Background: an optimization exercise with open tools, aiming at small area, a short achievable clock period and few clock cycles per item. Do not read the settings as production practice. In this exercise RTL edits were held to simulation tests only and were not proved equivalent to the original. Power and IR drop assume default switching activity.

## build 15
## led_scroll_engine
module led_scroll_engine #(
    parameter int ADDR_W = 8
) (
    input  logic              in_clk,
    input  logic              in_rst,
    input  logic [7:0]        in_col_data,
    input  logic [ADDR_W-1:0] in_col_addr,
    input  logic              in_col_we,
    input  logic [ADDR_W:0]   in_msg_len,
    input  logic              in_enable,
    input  logic [15:0]       in_hold,
    input  logic              in_drv_ready,
    output logic [15:0]       out_drv_data,
    output logic [4:0]        out_drv_addr,
    output logic              out_drv_we,
    output logic              out_drv_start,
    output logic [ADDR_W-1:0] out_offset,
    output logic              out_busy,
    output logic              out_frame_done
);
For scale: ~5100 cells after synthesis, roughly 2300 flip-flops.
Settings: LEC_CHECK=0, ABC_CLOCK_PERIOD_IN_PS=3000, CAP_MARGIN=20, CORE_MARGIN=2, CORE_UTILIZATION=45, CTS_CLUSTER_DIAMETER=75, CTS_CLUSTER_SIZE=25, PLACE_DENSITY=0.72, SETUP_SLACK_MARGIN=5, SLEW_MARGIN=20; clock period 8.0 ns.
run.sh (not shown) runs the stock make flow with config.mk's settings and CLKGATE_MAP_FILE= SYNTH_SCRIPT=/design/flow/synth_recipe.tcl, a recipe that flattens the netlist after the stock synthesis.
Build 15 reached the end of the flow, and the finished layout is clean on the timing, DRC and antenna checks.
Testbench counts of build 15, summed over its fixed seeds: cycles 13,321, frames 192.
What build 60 does differently from build 15 at the input level:
# build 15
export LEC_CHECK = 0
export ABC_CLOCK_PERIOD_IN_PS = 3000
export CAP_MARGIN = 20
export CORE_MARGIN = 2
export CORE_UTILIZATION = 45
export CTS_CLUSTER_DIAMETER = 75
export CTS_CLUSTER_SIZE = 25
export PLACE_DENSITY = 0.72
export SETUP_SLACK_MARGIN = 5
export SLEW_MARGIN = 20
create_clock -name core_clock -period 8.0 [get_ports {in_clk}]
# build 60
export LEC_CHECK = 0
export ABC_CLOCK_PERIOD_IN_PS = 3000
export CAP_MARGIN = 20
export CORE_MARGIN = 2
export CORE_UTILIZATION = 45
export CTS_CLUSTER_DIAMETER = 90
export CTS_CLUSTER_SIZE = 30
export PLACE_DENSITY = 0.6
export SETUP_SLACK_MARGIN = 5
export SLEW_MARGIN = 20
create_clock -name core_clock -period 8.0 [get_ports {in_clk}]
## What came out
Every run in the comparison, build 15 and build 60, completed the flow with a clean layout.
Build 60: non-clock buffer count 9.8% below build 15
The end point of the critical path comes out rd_a_q[4] in one run and sel_hi_q[14] in the other, namely in build 60 and build 15 respectively.
Looking at count of clock-net buffers in the final layout, build 60 sits about 22% below build 15.
Going from build 15 to build 60, placed cell count saw little to no change, relative area of clock buffers and inverters in the final design saw a decrease.
Between build 15 and build 60, critical path depth decreased.
Delta (build 60 minus build 15): length of the first detailed-routing pass in iterations went down; part of the power in the clock network dropped 1.0 points; final wirelength increased 2.8%.
Compared with build 15, build 60 shows a cell area power density that is 1.9% lower.
Build 60 ends up with a setup slack that is 0.097 ns higher than in build 15.
Power: build 60 draws less than build 15
The inputs of build 93 differ from those of build 60 as listed below.
# build 60
export LEC_CHECK = 0
export ABC_CLOCK_PERIOD_IN_PS = 3000
export CAP_MARGIN = 20
export CORE_MARGIN = 2
export CORE_UTILIZATION = 45
export CTS_CLUSTER_DIAMETER = 90
export CTS_CLUSTER_SIZE = 30
export PLACE_DENSITY = 0.6
export SETUP_SLACK_MARGIN = 5
export SLEW_MARGIN = 20
create_clock -name core_clock -period 8.0 [get_ports {in_clk}]
# build 93
export LEC_CHECK = 0
export ABC_CLOCK_PERIOD_IN_PS = 3000
export CAP_MARGIN = 20
export CORE_MARGIN = 2
export CORE_UTILIZATION = 55
export CTS_CLUSTER_DIAMETER = 90
export CTS_CLUSTER_SIZE = 30
export PLACE_DENSITY = 0.7
export SETUP_SLACK_MARGIN = 5
export SLEW_MARGIN = 20
create_clock -name core_clock -period 8.0 [get_ports {in_clk}]
[summary]
Design area on build 93 is behind build 60. Going from build 60 to build 93, routed wire length shrinks by 2.3%. In build 93, the leakage power came out about 2.1% above the value in build 60. Compared build 93 against build 60; number of max-cap violations within noise. Largest fanout on the critical path: build 93 and build 60 compared, lower one is build 93. On clock slew at the register clock pins of the worst setup and hold paths, build 60 tracks build 93 almost exactly.

afterwards: timing with drivers on the ports:
The flow's constraints put no driver on any port. The routed layouts listed below were extracted and timed again, unchanged, in two steps. Step 1 (the two cells are an assumption about what drives the block):
set clk [get_ports {in_clk}]
set_driving_cell -lib_cell sky130_fd_sc_hd__clkbuf_16 $clk
set_driving_cell -lib_cell sky130_fd_sc_hd__buf_2 [delete_from_list [all_inputs] $clk]
Step 2 adds t to the input delays and takes it off the output delays; t is the mean of the earliest and latest rising clock arrival at the registers after step 1. Input paths then give back, and output paths get back, about the clock's delay inside the block. Three values: ideal, step 1, step 2; two values: the first two.
| run | shift t [ns] | setup WS [ns] | worst setup path at the end |
|---|---|---|---|
| build 15 | 0.852 | 4.772 / 4.804 / 3.952 | input to register |
| build 60 | 0.844 | 4.869 / 4.869 / 4.049 | input to register |
| build 93 | 0.839 | 4.709 / 4.723 / 3.884 | input to register |
After both steps every run listed still meets setup and hold. The setup slack of build 93, which loses most, moves by +0.014 ns with the drivers and by -0.825 ns with both steps.
